Context: an optimization exercise on an open-source flow, tuned for small area and a short achievable clock period. The choices shown serve that exercise and are no tape-out recipe.
Function was checked by simulation only, so behaviour that the tests miss may differ from the original.
Power is estimated from default activity; no workload was simulated.

## config.mk

```make
export PLATFORM = sky130hd
export DESIGN_NAME = dmem_sized
export DESIGN_NICKNAME = dmem_sized
export VERILOG_FILES = /design/flow/design.v
export SDC_FILE = /design/flow/constraint.sdc
export NUM_CORES = 4
export LEC_CHECK = 0
export CAP_MARGIN = 20
export CORE_MARGIN = 2
export CORE_UTILIZATION = 55
export CTS_CLUSTER_DIAMETER = 60
export CTS_CLUSTER_SIZE = 24
export SETUP_SLACK_MARGIN = 2.2
export SLEW_MARGIN = 20
export SYNTH_HIERARCHICAL = 1
```

## constraint.sdc

```tcl
create_clock -name core_clock -period 4.5 [get_ports {clk}]
set_input_delay 0.9000 -clock core_clock [delete_from_list [all_inputs] [get_ports {clk}]]
set_output_delay 0.9000 -clock core_clock [all_outputs]
set_load 0.01 [all_outputs]
```

## design.v

```verilog
module dmem_sized #(
    parameter int DEPTH   = 64,
    parameter int LATENCY = 1,
    parameter int AW      = 32
) (
    input  logic          clk,
    input  logic          reset,
    input  logic          req,
    input  logic          we,
    input  logic [1:0]    size,
    input  logic          uns,
    input  logic [AW-1:0] addr,
    input  logic [31:0]   wd,
    output logic [31:0]   rd,
    output logic          stall,
    output logic          done,
    output logic          misalign
);
    localparam int IW = $clog2(DEPTH);
    localparam int NG = 4;                 
    localparam int GW = DEPTH / NG;        
    logic             b1, b2, done_q, pw;
    logic             busy_q;      
    logic             open_q;      
    logic             idle;
    logic             legal;
    logic             accept;
    logic             l_we, l_uns;
    logic [1:0]       l_size;
    logic [1:0]       l_addr;      
    logic [DEPTH-1:0] row;         
    logic [31:0]      l_wd;
    logic [31:0]      rd_q;
    logic [3:0]       keep;
    logic [DEPTH-1:0] row_d;
    logic [DEPTH-1:0] wsel, whld;
    logic [31:0]      mem [0:DEPTH-1];
    logic [31:0]      mem_d [0:DEPTH-1];
    logic [31:0]      rword;
    logic [31:0]      wrep;                
    logic [31:0]      rp_d [0:NG-1];       
    logic [31:0]      rp   [0:NG-1];
    logic [31:0]      ldata;
    logic             unused_addr_hi;
    assign unused_addr_hi = ^addr[AW-1:IW+2];
    assign legal  = (size == 2'b00) | ((size == 2'b01) & ~addr[0]) |
                    ((size == 2'b10) & (addr[1:0] == 2'b00));
    assign idle   = ~b1 & ~b2;
    assign accept = open_q & req & legal;
    assign rd       = rd_q;
    assign done     = done_q;
    dmem_sized_outs u_outs (.req(req), .size(size), .a(addr[1:0]), .open_q(open_q),
                            .busy_q(busy_q), .stall(stall), .misalign(misalign));
    always_ff @(posedge clk) begin
        if (reset) begin
            b1     <= 1'b0;
            b2     <= 1'b0;
            done_q <= 1'b0;
            pw     <= 1'b0;
            busy_q <= 1'b0;
            open_q <= 1'b1;
        end else begin
            b1     <= accept;
            b2     <= b1;
            done_q <= b2;
            pw     <= b2 & l_we;
            busy_q <= accept | b1;
            open_q <= ~accept & ~b1 & ~b2;
        end
    end
    always_comb begin
        keep = 4'b0000;
        if (l_we)
            case (l_size)
                2'b00:   keep = 4'b0001 << l_addr[1:0];
                2'b01:   keep = l_addr[1] ? 4'b1100 : 4'b0011;
                default: keep = 4'b1111;
            endcase
    end
    always_comb
        case (l_size)
            2'b00:   wrep = {4{l_wd[7:0]}};
            2'b01:   wrep = {2{l_wd[15:0]}};
            default: wrep = l_wd;
        endcase
    always_ff @(posedge clk) begin
        if (idle) begin
            l_we   <= we;
            l_uns  <= uns;
            l_size <= size;
            l_addr <= addr[1:0];
            l_wd   <= wd;
        end else if (b2) begin
            for (int i = 0; i < 4; i++)
                l_wd[8*i +: 8] <= keep[i] ? wrep[8*i +: 8] : rword[8*i +: 8];
        end
    end
    logic [DEPTH-1:0] row_n;
    logic             busy_c;
    assign busy_c = ~idle;
    for (genvar w = 0; w < DEPTH; w++) begin : g_row
        dmem_sized_hold u_rh (.q(row[w]), .h(busy_c), .s(idle), .d(row_d[w]), .y(row_n[w]));
    end
    always_ff @(posedge clk) row <= row_n;
    always_comb
        for (int w = 0; w < DEPTH; w++)
            row_d[w] = (addr[IW+1:2] == IW'(w));
    for (genvar g = 0; g < NG; g++) begin : g_grp
        for (genvar i = 0; i < 32; i++) begin : g_rcol
            logic [GW-1:0] col;
            for (genvar w = 0; w < GW; w++) begin : g_c
                assign col[w] = mem[g*GW+w][i];
            end
            dmem_sized_rcol #(.N(GW)) u_rcol (.d(col), .s(row[g*GW +: GW]), .yn(rp_d[g][i]));
        end
        always_ff @(posedge clk) rp[g] <= rp_d[g];
    end
    always_comb begin
        rword = '1;
        for (int g = 0; g < NG; g++)
            rword = rword & rp[g];
        rword = ~rword;
    end
    always_comb begin
        logic [7:0]  b;
        logic [15:0] h;
        case (l_addr[1:0])
            2'd0:    b = rword[7:0];
            2'd1:    b = rword[15:8];
            2'd2:    b = rword[23:16];
            default: b = rword[31:24];
        endcase
        h = l_addr[1] ? rword[31:16] : rword[15:0];
        case (l_size)
            2'b00:   ldata = l_uns ? {24'd0, b} : {{24{b[7]}}, b};
            2'b01:   ldata = l_uns ? {16'd0, h} : {{16{h[15]}}, h};
            default: ldata = rword;
        endcase
    end
    always_ff @(posedge clk) begin
        if (reset)              rd_q <= 32'd0;
        else if (b2 && !l_we)   rd_q <= ldata;
    end
    assign wsel = row & {DEPTH{pw}};
    assign whld = ~wsel;
    for (genvar w = 0; w < DEPTH; w++) begin : g_word
        for (genvar i = 0; i < 32; i++) begin : g_bit
            dmem_sized_hold u_nx (.q(mem[w][i]), .h(whld[w]), .s(wsel[w]), .d(l_wd[i]),
                                  .y(mem_d[w][i]));
        end
        always_ff @(posedge clk) mem[w] <= mem_d[w];
    end
endmodule
module dmem_sized_hold (
    input  logic q,
    input  logic h,
    input  logic s,
    input  logic d,
    output logic y
);
    assign y = (q & h) | (d & s);
endmodule
module dmem_sized_rcol #(
    parameter int N = 64
) (
    input  logic [N-1:0] d,
    input  logic [N-1:0] s,
    output logic         yn
);
    localparam int G3 = N / 3;             
    localparam int R  = N - 3 * G3;        
    localparam int G  = G3 + (R != 0);     
    localparam int G4 = (G + 3) / 4;       
    logic [G-1:0]  gn;                     
    logic [G4-1:0] t;                      
    for (genvar g = 0; g < G3; g++) begin : g_aoi
        dmem_sized_aoi3 u_aoi (.a(d[3*g]), .sa(s[3*g]), .b(d[3*g+1]), .sb(s[3*g+1]),
                               .c(d[3*g+2]), .sc(s[3*g+2]), .y(gn[g]));
    end
    if (R == 1) begin : g_r1
        dmem_sized_nand #(.N(2)) u_r (.a({d[N-1], s[N-1]}), .y(gn[G3]));
    end else if (R == 2) begin : g_r2
        assign gn[G3] = ~((d[N-2] & s[N-2]) | (d[N-1] & s[N-1]));
    end
    for (genvar k = 0; k < G4; k++) begin : g_nand
        localparam int K = (G - 4 * k < 4) ? G - 4 * k : 4;
        dmem_sized_nand #(.N(K)) u_n (.a(gn[4*k +: K]), .y(t[k]));
    end
    dmem_sized_nor #(.N(G4)) u_y (.a(t), .y(yn));
endmodule
module dmem_sized_aoi3 (
    input  logic a,
    input  logic sa,
    input  logic b,
    input  logic sb,
    input  logic c,
    input  logic sc,
    output logic y
);
    assign y = ~((a & sa) | (b & sb) | (c & sc));
endmodule
module dmem_sized_nand #(
    parameter int N = 2
) (
    input  logic [N-1:0] a,
    output logic         y
);
    assign y = ~&a;
endmodule
module dmem_sized_nor #(
    parameter int N = 2
) (
    input  logic [N-1:0] a,
    output logic         y
);
    assign y = ~|a;
endmodule
module dmem_sized_outs (
    input  logic       req,
    input  logic [1:0] size,
    input  logic [1:0] a,
    input  logic       open_q,
    input  logic       busy_q,
    output logic       stall,
    output logic       misalign
);
    logic go;
    assign go       = open_q & req;
    assign stall    = busy_q | (go & ~size[1] & ~size[0]) | (go & ~size[1] & ~a[0]) |
                      (go & size[1] & ~size[0] & ~a[1] & ~a[0]);
    assign misalign = (go & size[1] & (size[0] | a[1] | a[0])) | (go & size[0] & a[0]);
endmodule
```

## flow/run.sh

```bash
#!/bin/bash
# The standard layout (standard.sh), except that the input and output ports are
# buffered with a plain buffer: left to itself, buffer_ports picks a delay cell
# (clkdlybuf4s50_1) on this platform, which puts about 0.5 ns on every port path.
set -euo pipefail
export BUFFER_PORTS_ARGS="-buffer_cell sky130_fd_sc_hd__buf_2"
bash standard.sh > standard.log 2>&1
```

## standard.sh

```bash
#!/bin/bash
# synth_recipe.tcl (not shown) runs the flow's synth.tcl, then flattens the netlist and writes it again
# the make line also repeats each setting of config.mk as NAME=value (left out here)
make -C /OpenROAD-flow-scripts/flow DESIGN_CONFIG=/design/flow/config.mk WORK_HOME=/design/flow/orfs CLKGATE_MAP_FILE= SYNTH_SCRIPT=/design/flow/synth_recipe.tcl "${@:-finish}"
```

==> flow_summary.json, run 1 <==
{
  "drt-initial-drc-count": 10631,
  "crit_path_start": "pw$_SDFF_PP0_",
  "ys.warnings.count": 13,
  "synth_flop_cell": "dfxtp_1",
  "worstReg2RegStart": "pw$_SDFF_PP0_",
  "layout-drive-gt1-share_pct": 12.3,
  "grt.overflow.total": 0,
  "vias_per_cell": 7.46,
  "synth_top_area_share_pct": 59.0,
  "hold_buffers": 0,
  "fin_skew_ns": 0.0349,
  "cts_buffer_depth": 3,
  "critical-path-max-stage-delay_ns": 0.91,
  "antenna_found_initial": 16,
  "first_global_vias": 59618,
  "fin_crit_sh_pct": 56.3,
  "required_ns": 5.20,
  "worstMarginPinSlew_ns": 1.23,
  "endpoint_kind": "flop",
  "die_width_um": 379,
  "crit_buf_inv": 2,
  "fin_nets": 6804,
  "hpwl_mm": 164,
  "die_area_um2": 144000,
  "power.leakage_nw": 33.5,
  "max_cap_viol_count": 0,
  "die_h_um": 379,
  "core_um2": 140000,
  "cp_top_family": "buffers and inverters",
  "ys_async_sr_fraction_pct": 0,
  "cts_buffers": 145,
  "whs_endpoint": "l_addr[0]$_DFFE_PP_",
  "grt_max_degree": 97,
  "dpl_cell_area_um2": 81600,
  "synth_cell_types": 54,
  "route.detailed.wl_per_inst_um": 34.9,
  "synth.avg_cell_area_um2": 12.5,
  "start_util_pct": 55.4,
  "hold_viol": 0,
  "reg2reg_to": "mem[33][3]$_DFF_P_",
  "postRouteAntennaNets": 0,
  "grt_pass1_wl_mm": 430,
  "fillers": 11137,
  "synth_cells": 6208,
  "worst-setup-path-type": "flop to flop",
  "fin_tns_setup_ns": 0,
  "r2r_cells": 4,
  "crit_slowest_cell": "clkinvlp_2",
  "htreeDepth": 4,
  "min_path_type": "input pin to flop",
  "vias": 65174,
  "place_congestion": 0.995,
  "cp.arrival_ns": 3.24,
  "relSlewSlack_pct": 18.1,
  "fin_area_um2": 88300,
  "rsz0062_at_grt": "true",
  "portBuffers": 81,
  "setup_viol": 0,
  "dr.pass1.iters": 17,
  "cts_num_sinks": 2316,
  "cp_max_fo": 33,
  "synth_edf_count": 38,
  "rows": 137,
  "clk_pin_slew_worst_paths_ns": 0.09,
  "slew_viol_final": 0,
  "yosysMostFrequentCell": "dfxtp_1",
  "min_from": "addr[0]",
  "grtUsageTotal_pct": 40.8,
  "clkLatencyLatePin_ns": 0.82,
  "synth_area_um2": 77300,
  "ios": 106,
  "synthesis.nets": 6279,
  "drc": 0,
  "vdd_drop_max_mv": 0.374,
  "critical_path.cell_chain": "nand2_1 -> buf_4 -> clkinvlp_2 -> a22o_1",
  "wirelength_mm": 305,
  "fmax_mhz": 395,
  "min_period_ns": 2.53,
  "ys_seq_area_share_pct": 60.4,
  "syn_to_final_growth_pct": 14.2,
  "whs_path_depth": 1,
  "crit_path_start_kind": "flop",
  "power.density_nw_per_um2": 428,
  "root_buffer": "clkbuf_16",
  "synth.area.top_cells": "dfxtp_1, a22o_1, a222oi_1",
  "ys_seq_elements": 2316,
  "r2r_slack_ns": 1.97,
  "synth.top_cells.by_count": "dfxtp_1, a22o_1, a222oi_1",
  "status": "timing/DRC/antenna clean",
  "synth_top_area_cell": "dfxtp_1",
  "tritoncts": "yes"
}
modules after synthesis, one instance, submodules excluded, excerpt:
module / flops+latches / area [um2] / cells / copies in the design
dmem_sized: 2316 / 50100 / 2936 / 1
dmem_sized_hold: 0 / 8.76 / 1 / 2112
dmem_sized_aoi3: 0 / 10.0 / 1 / 640
dmem_sized_outs: 0 / 57.6 / 8 / 1
final cells by class:
| type | count | area [um2] | share of cell area, % |
|---|---|---|---|
| repair buffers | 384 | 2990 | 3.38 |
| repair inverters | 44 | 328 | 0.371 |
| flip-flops and latches | 2316 | 46800 | 53.0 |
| diodes | 5 | 12.5 | 0.0142 |
| well taps | 1876 | 2350 | 2.66 |
| clock inverters | 91 | 1080 | 1.22 |
| multi-input cells | 3770 | 30100 | 34.1 |
| clock buffers | 175 | 4100 | 4.64 |
| inverters | 72 | 515 | 0.583 |
cells in the final DEF (no fill, tap or decap), types with 10 or more instances in the layout:
cell        count
a21oi_1        30
a21oi_2        11
a221oi_1       17
a222oi_1      640
a22o_1       2113
and2_1         11
and4_1         15
buf_12         18
buf_2          75
buf_4         282
bufinv_16      11
clkbuf_16     157
clkbuf_8       10
clkinv_4       13
clkinvlp_4    116
dfxtp_1      2240
dfxtp_2        18
dfxtp_4        20
edfxtp_1       38
inv_6          24
inv_8          19
nand2_1       355
nand3_1        11
nand4_1       155
nor2_1        232
nor2b_1        14
nor3_1         28
o21ai_0        14
o221ai_1       16
o31ai_1        14
registers in the layout, summed over array words and instances (netlist names), 2 cells and up:
name	cells
l_addr	2
l_size	2
l_wd	32
mem	2048
rd_q	32
row	64
rp	128
repair_timing:
action | in CTS | in global routing
gates cloned | 41 | 3
hold endpoints to repair | 0 | 0
pin swaps | 3 | 6
setup buffers | 87 | 15
setup endpoints to repair | 1451 | 241
gates resized for setup | 118 | 22
through the flow:
stage / utilization [%] / setup slack (ns) / power, mW / cells / hold WS, ns
after floorplan: - / 2.24 / 22.1 / 6208 / 0.433
after global placement: 58.4 / 1.69 / 23.0 / 8314 / 0.465
after detailed placement: 58.5 / 1.59 / 23.0 / 8315 / 0.470
after CTS: 63.1 / 1.98 / 37.8 / 8709 / 0.318
after global routing: 63.3 / 1.95 / 38.7 / 8729 / 0.340
final: 63.3 / 1.97 / 37.8 / 8733 / 0.359
cell families (layout without fill, tap and decap cells):
group,Yosys count,in the layout,synth area share (%)
muxes,16,16,0.220
DFF,2316,2316,60.4
and+or+nand+nor,857,857,5.00
buffers and inverters,122,766,0.714
AOI/OAI and AO/OA,2897,2897,33.6
other,0,5,0
metal layers:
metal / part of all wire [%] / GRT usage (%) / up-vias / wire length (um)
met1: 40 / 56.8 / 32645 / 122000
li1: - / - / 27361 / -
met3: 13 / 11.9 / 675 / 41000
met5: 0.026 / 0 / - / 80
met2: 41 / 57.5 / 4481 / 126000
met4: 5.3 / 19.9 / 12 / 16200
power by group:
group / switching (mW) / internal (mW)
sequential: 0.235 / 20.7
combinational: 1.34 / 0.328
clock: 7.74 / 7.42
total: 9.31 / 28.5
worst max-delay path by stage:
stage | end | slack (ns) | cells past startpoint
after global routing | stall | 1.95 | 4
after global placement | mem[48][0]$_DFF_P_ | 1.69 | 3
after detailed placement | mem[48][6]$_DFF_P_ | 1.59 | 3
final | mem[33][3]$_DFF_P_ | 1.97 | 4
after CTS | stall | 1.98 | 3
after floorplan | mem[15][0]$_DFF_P_ | 2.24 | 5
==> inputs of run 2 (changes only) <==
--- a/design.v
+++ b/design.v
@@ -89,19 +89,13 @@
             l_uns  <= uns;
             l_size <= size;
             l_addr <= addr[1:0];
+            row    <= row_d;
             l_wd   <= wd;
         end else if (b2) begin
             for (int i = 0; i < 4; i++)
                 l_wd[8*i +: 8] <= keep[i] ? wrep[8*i +: 8] : rword[8*i +: 8];
         end
     end
-    logic [DEPTH-1:0] row_n;
-    logic             busy_c;
-    assign busy_c = ~idle;
-    for (genvar w = 0; w < DEPTH; w++) begin : g_row
-        dmem_sized_hold u_rh (.q(row[w]), .h(busy_c), .s(idle), .d(row_d[w]), .y(row_n[w]));
-    end
-    always_ff @(posedge clk) row <= row_n;
     always_comb
         for (int w = 0; w < DEPTH; w++)
             row_d[w] = (addr[IW+1:2] == IW'(w));
==> flow_summary.json, run 2 <==
{
  "status": "timing/DRC/antenna clean",
  "root_buffer": "clkbuf_16",
  "grtUsageTotal_pct": 39.0,
  "htreeDepth": 4,
  "dr.pass1.iters": 13,
  "ys.warnings.count": 13,
  "crit_path_start": "open_q$_SDFF_PP1_",
  "hold_buffers": 0,
  "endpoint_kind": "output port",
  "r2r_slack_ns": 2.06,
  "hpwl_mm": 173,
  "use_met3_pct": 8.65,
  "cts_buffers": 144,
  "ys_seq_area_share_pct": 61.2,
  "synth_area_um2": 77400,
  "layout_setup_ws_ns": 2.00,
  "clkLatencyLatePin_ns": 0.80,
  "crit_path_start_kind": "flop",
  "synth_cell_types": 59,
  "rows": 137,
  "largest_reg_flops": 2048,
  "synth.area.top_cells": "dfxtp_1, a22o_1, a222oi_1",
  "drt-initial-drc-count": 11395,
  "fin_skew_ns": 0.0311,
  "synth.avg_cell_area_um2": 12.6,
  "synth_cells": 6145,
  "grt_max_degree": 88,
  "grt_busiest_layer": "met2",
  "vias": 63887,
  "place_congestion": 1.02,
  "place_ws_ns": 1.65,
  "fin_crit_sh_pct": 55.6,
  "ys_seq_elements": 2316,
  "die_h_um": 379,
  "syn_to_final_growth_pct": 14.0,
  "worstReg2RegStart": "row[5]$_DFFE_PP_",
  "antenna_found_initial": 10,
  "power.density_nw_per_um2": 477,
  "gr-usage-met2_pct": 56.4,
  "yosysMostFrequentCell": "dfxtp_1",
  "cp.arrival_ns": 1.60,
  "route.detailed.wl_per_inst_um": 33.8,
  "tritoncts": "yes",
  "slew_viol_final": 0,
  "synth_top_area_share_pct": 57.3,
  "setup_viol": 0,
  "core_um2": 140000,
  "min_period_ns": 2.50,
  "die_width_um": 379,
  "layout_commonest_cell": "dfxtp_1",
  "max_cap_viol_count": 0,
  "clk_pin_slew_worst_paths_ns": 0.08,
  "min_from": "size[1]",
  "drc": 0,
  "cts_buffer_depth": 3,
  "synth.top_cells.by_count": "dfxtp_1, a22o_1, a222oi_1",
  "fin_tns_setup_ns": 0,
  "die_area_um2": 144000,
  "required_ns": 3.60,
  "wirelength_mm": 292,
  "fmax_mhz": 399,
  "reg_top3": "mem (2048), rp (128), row (64)",
  "start_util_pct": 55.5,
  "total_power_mw": 42.1,
  "first_global_vias": 57354,
  "grt_pass1_wl_mm": 415,
  "rsz0062_at_grt": "true",
  "grt.overflow.total": 0,
  "portBuffers": 81,
  "synth_top_area_cell": "dfxtp_1",
  "most-common-layout-cells": "dfxtp_1, a22o_1, a222oi_1",
  "worstMarginPinSlew_ns": 1.19,
  "layout-drive-gt1-share_pct": 12.0,
  "synth_flop_cell": "dfxtp_1",
  "worst-setup-path-type": "flop to output port",
  "min_path_type": "input pin to flop",
  "cts_num_sinks": 2316,
  "postRouteAntennaNets": 0,
  "hold_viol": 0,
  "cp_max_fo": 3,
  "synth_edf_count": 102,
  "regMostFlops": "mem",
  "utilization_pct": 63.2,
  "power.leakage_nw": 34.0,
  "vdd_drop_max_mv": 0.395,
  "ys_async_sr_fraction_pct": 0,
  "vias_per_cell": 7.38,
  "fin_nets": 6732,
  "relSlewSlack_pct": 20.5,
  "ios": 106,
  "use_met1_pct": 56.2,
  "synthesis.nets": 6216
}
[run 2: cell types whose count changed in the layout (fill, tap and decap cells not counted), moves of 17 or more]
cell        previous run  this run
buf_4                282       303
dfxtp_1             2240      2195
edfxtp_1              38       102
nand2_1              355       338
a22o_1              2113      2049
clkinvlp_4           116        68
nand2_2                4        21
[run 2: stage by stage]
step / area (um2) / instances / hold slack [ns]
after global routing: 88200 / 8656 / 0.358
after detailed placement: 81900 / 8285 / 0.458
after global placement: 81900 / 8284 / 0.454
after floorplan: 77600 / 6145 / 0.433
after CTS: 87900 / 8622 / 0.345
final: 88300 / 8658 / 0.388
[run 2: routing by layer]
| metal | routed length (um) | vias to the layer above |
|---|---|---|
| li1 | - | 27093 |
| met1 | 121000 | 32344 |
| met2 | 125000 | 3919 |
| met3 | 33600 | 527 |
| met4 | 13600 | 4 |
| met5 | 23 | - |
[run 2: worst max-delay path: stages (launching register included)]
cell      delay [ns]
dfxtp_2         0.36
nand2_2         0.07
o311ai_2        0.21
buf_2           0.17
[run 2: kinds of logic (layout without fill, tap and decap cells)]
| group | Yosys count | in the layout | synth area share (%) |
|---|---|---|---|
| AO/OA/AOI/OAI | 2830 | 2830 | 32.9 |
| flip-flops | 2316 | 2316 | 61.2 |
| AND/OR/NAND/NOR | 860 | 860 | 5.01 |
| buffers and inverters | 122 | 755 | 0.688 |
| multiplexers | 17 | 17 | 0.233 |
| other | 0 | 4 | 0 |
[run 2: area by class of cell]
type / count / area, um2
diodes: 4 / 10.0
flip-flops and latches: 2316 / 47500
multi-input cells: 3707 / 29600
clock buffers: 173 / 4070
well taps: 1876 / 2350
clock inverters: 90 / 1070
fillers: 11135 / 51300
repair buffers: 404 / 3090
inverters: 72 / 469
repair inverters: 16 / 120
[run 2: power breakdown]
part | total (mW) | switching (mW) | internal [mW]
logic | 4.20 | 2.74 | 1.45
registers | 22.9 | 0.982 | 21.9
clock network | 15.0 | 7.73 | 7.30
[run 2: modules after synthesis (local to each module, per instance), excerpt]
module,flip-flops and latches,cells inside,copies in the design
dmem_sized,2316,2937,1
dmem_sized_aoi3,0,1,640
dmem_sized_outs,0,8,1
dmem_sized_hold,0,1,2048
[run 2: path summary, 6_finish.rpt]
check	end	depth (start not counted)
setup reg to reg	rp[0][14]$_DFF_P_	4
hold reg to reg	b2$_SDFF_PP0_	2
hold / removal	l_size[1]$_DFFE_PP_	1
setup / recovery	stall	3
[run 2: timing repair]
action / 4_1_cts / 5_1_grt
hold endpoints to repair: 0 / 0
cloned: 12 / 4
setup endpoints to repair: 1016 / 308
pin swaps: 18 / 5
buffers inserted: 62 / 26
gates resized for setup: 77 / 21
==> inputs of run 3 (changes only) <==
--- a/config.mk
+++ b/config.mk
@@ -10,6 +10,6 @@
 export CORE_UTILIZATION = 55
 export CTS_CLUSTER_DIAMETER = 60
 export CTS_CLUSTER_SIZE = 24
-export SETUP_SLACK_MARGIN = 2.2
+export SETUP_SLACK_MARGIN = 2.0
 export SLEW_MARGIN = 20
 export SYNTH_HIERARCHICAL = 1
==> flow_summary.json, run 3 <==
{
  "fin_skew_ns": 0.0327,
  "synth_compound_area_share_pct": 32.9,
  "layout_commonest_cell": "dfxtp_1",
  "synth_edf_count": 102,
  "synth_top_family_by_area": "compound AO/OA/AOI/OAI gates",
  "cts_num_sinks": 2316,
  "core_um2": 140000,
  "clkLatencyLatePin_ns": 0.81,
  "synth_cell_types": 59,
  "ys_async_sr_fraction_pct": 0,
  "grtUsageTotal_pct": 38.2,
  "reg_top3": "mem (2048), rp (128), row (64)",
  "synth.top_cells.by_count": "dfxtp_1, a22o_1, a222oi_1",
  "slew_viol_final": 0,
  "syn_to_final_growth_pct": 13.2,
  "crit_path_start_kind": "flop",
  "fillers": 11320,
  "tritoncts": "yes",
  "cp.arrival_ns": 3.26,
  "whs_path_depth": 1,
  "dr.pass1.iters": 13,
  "min_from": "we",
  "rows": 137,
  "max_cap_viol_count": 0,
  "hpwl_mm": 178,
  "layout_setup_ws_ns": 1.91,
  "setup_viol": 0,
  "vias": 63366,
  "synth_cells": 6145,
  "rsz0062_at_grt": "true",
  "endpoint_kind": "flop",
  "grt_pass1_wl_mm": 408,
  "fin_nets": 6705,
  "place_ws_ns": 1.80,
  "root_buffer": "clkbuf_16",
  "critical-path-max-stage-delay_ns": 0.86,
  "route.detailed.wl_per_inst_um": 33.2,
  "utilization_pct": 62.8,
  "ys_seq_elements": 2316,
  "r2r_cells": 3,
  "p_sw_share_pct": 27.2,
  "start_util_pct": 55.5,
  "worst-setup-path-type": "flop to flop",
  "numPlacedInstances": 8336,
  "cts_buffers": 144,
  "yosysMostFrequentCell": "dfxtp_1",
  "place_congestion": 0.981,
  "synth_area_um2": 77400,
  "power.leakage_nw": 34.2,
  "synthesis.nets": 6216,
  "ios": 106,
  "min_path_type": "input pin to flop",
  "portBuffers": 81,
  "synth_top_area_share_pct": 57.3,
  "clk_pin_slew_worst_paths_ns": 0.10,
  "yosys.area_share.simple_pct": 5.01,
  "whs_ns": 0.301,
  "worstMarginPinSlew_ns": 1.21,
  "intPower_mw": 30.4,
  "postRouteAntennaNets": 0,
  "synth.area.top_cells": "dfxtp_1, a22o_1, a222oi_1",
  "vias_per_cell": 7.34,
  "synth_flop_cell": "dfxtp_1",
  "grt.overflow.total": 0,
  "dpl_cell_area_um2": 82200,
  "grt_max_degree": 92,
  "hold_viol": 0,
  "instances_no_fill": 8633,
  "r2r_slack_ns": 1.91,
  "fin_crit_sh_pct": 57.6,
  "fin_area_um2": 87600,
  "cts_buffer_depth": 3,
  "die_h_um": 379,
  "use_met3_pct": 8.91,
  "largest_reg_flops": 2048,
  "regMostFlops": "mem",
  "crit_path_start": "row[3]$_DFFE_PP_",
  "hold_buffers": 0,
  "worstReg2RegStart": "row[3]$_DFFE_PP_",
  "p_switching_mw": 11.3,
  "synth.avg_cell_area_um2": 12.6,
  "clkPwrFrac_pct": 35.1,
  "use_met1_pct": 53.8,
  "drc": 0,
  "endpoint": "rp[0][10]$_DFF_P_",
  "seqPwrFrac_pct": 55.1,
  "die_width_um": 379,
  "synthXorXnorAreaFrac_pct": 0,
  "drt-initial-drc-count": 10211,
  "reg2reg_to": "rp[0][10]$_DFF_P_",
  "min_period_ns": 2.59,
  "fin_tns_setup_ns": 0,
  "antenna_found_initial": 12,
  "relSlewSlack_pct": 19.5,
  "status": "timing/DRC/antenna clean",
  "ys_seq_area_share_pct": 61.2,
  "yosys.area_share.adder_pct": 0,
  "ys.warnings.count": 13,
  "first_global_vias": 57587,
  "crit_slowest_cell": "a222oi_1",
  "cp_max_fo": 14,
  "grt_busiest_layer": "met2",
  "vdd_drop_max_mv": 0.392,
  "gr-usage-met2_pct": 56.0,
  "synthMuxAreaShare_pct": 0.233,
  "synth_top_area_cell": "dfxtp_1",
  "critical_path.cell_chain": "a222oi_1 -> nand4_1 -> nor2_1",
  "total_power_mw": 41.7,
  "most-common-layout-cells": "dfxtp_1, a22o_1, a222oi_1",
  "wirelength_mm": 286,
  "layout-drive-gt1-share_pct": 10.3,
  "combPwrFrac_pct": 9.8,
  "htreeDepth": 4,
  "required_ns": 5.16,
  "die_area_um2": 144000,
  "power.density_nw_per_um2": 476,
  "fmax_mhz": 386
}
==> run 3: cell counts after synthesis <==
Identical to the previous run, type by type.
==> run 3: per-module statistics from Yosys (local to each module, per instance), excerpt <==
module	copies in the design	flip-flops and latches	cell area, um2	cells inside
dmem_sized	1	2316	50800	2937
dmem_sized_aoi3	640	0	10.0	1
dmem_sized_hold	2048	0	8.76	1
dmem_sized_outs	1	0	57.6	8
==> run 3: final cells by class <==
type | instances | area, um2 | share of cell area, %
multi-input cells | 3707 | 29500 | 33.7
diodes | 3 | 7.51 | 0.00857
clock buffers | 186 | 4210 | 4.81
flip-flops and latches | 2316 | 47400 | 54.1
inverters | 72 | 300 | 0.343
repair buffers | 392 | 3020 | 3.44
well taps | 1876 | 2350 | 2.68
repair inverters | 1 | 7.51 | 0.00857
clock inverters | 80 | 812 | 0.927
==> run 3: worst min-delay path by stage <==
stage	endpoint	slack, ns
finish	l_we$_DFFE_PP_	0.30
global route	l_we$_DFFE_PP_	0.27
CTS	l_we$_DFFE_PP_	0.26
detailed placement	mem[28][9]$_DFF_P_	0.47
global placement	mem[51][20]$_DFF_P_	0.47
floorplan	b2$_SDFF_PP0_	0.43
==> run 3: kinds of logic after synthesis <==
| family | Yosys count |
|---|---|
| multiplexers | 17 |
| AO/OA/AOI/OAI | 2830 |
| flip-flops | 2316 |
| AND/OR/NAND/NOR | 860 |
| buffers and inverters | 122 |
==> run 3: critical path, delay by kind of cell, from the launching register on <==
kind | cells | cell delay [ns]
compound gates | 1 | 0.86
simple gates | 2 | 0.85
flops | 1 | 0.74
==> run 3: power groups by stage <==
| stage | clock network (mW) | registers (mW) | logic [mW] |
|---|---|---|---|
| floorplan | 0 | 23.5 | 1.70 |
| global placement | 0 | 23.4 | 3.71 |
| detailed placement | 0 | 23.4 | 3.83 |
| CTS | 14.7 | 22.9 | 3.86 |
| global route | 15.5 | 23.1 | 4.20 |
| finish | 14.7 | 23.0 | 4.08 |
==> run 3: routing by layer <==
layer	wire, um	share of wire, %
met1	118000	41
met4	13000	4.5
met5	132	0.046
met3	31200	11
met2	124000	43
==> run 3: what timing repair did <==
action,CTS,global route
endpoints found under the setup margin,132,158
hold endpoints to repair,0,0
cloned,1,0
gates resized for setup,14,4
pin swaps,9,3
buffers inserted,6,18

## separate check: timing with driven ports
How much do the figures lean on ideal ports? The routed layouts below were timed once more, with nothing changed but the port constraints. Step 1 (the two cells are an assumption about what drives the block):
set clk [get_ports {clk}]
set_driving_cell -lib_cell sky130_fd_sc_hd__clkbuf_16 $clk
set_driving_cell -lib_cell sky130_fd_sc_hd__buf_2 [delete_from_list [all_inputs] $clk]
Step 2 adds t to the input delays and takes it off the output delays; t is the mean of the earliest and latest rising clock arrival at the registers after step 1. Input paths then give back, and output paths get back, about the clock's delay inside the block. Slacks: no drivers / after step 1 / after step 2; pairs: no drivers / after step 1.
| run | t, ns | setup slack, ns | worst hold slack (ns) | clock arrival spread, ns |
|---|---|---|---|---|
| run 1 | 0.885 | 1.966 / 1.925 / 1.835 | 0.359 / 0.307 / 0.487 | 0.036 / 0.035 |
| run 2 | 0.871 | 1.997 / 1.917 / 1.872 | 0.388 / 0.342 / 0.476 | 0.035 / 0.035 |
| run 3 | 0.876 | 1.906 / 1.899 / 1.906 | 0.301 / 0.247 / 0.487 | 0.038 / 0.038 |
After both steps every run listed still meets setup and hold. The setup slack of run 1, which loses most, moves by -0.041 ns with the drivers and by -0.131 ns with both steps.
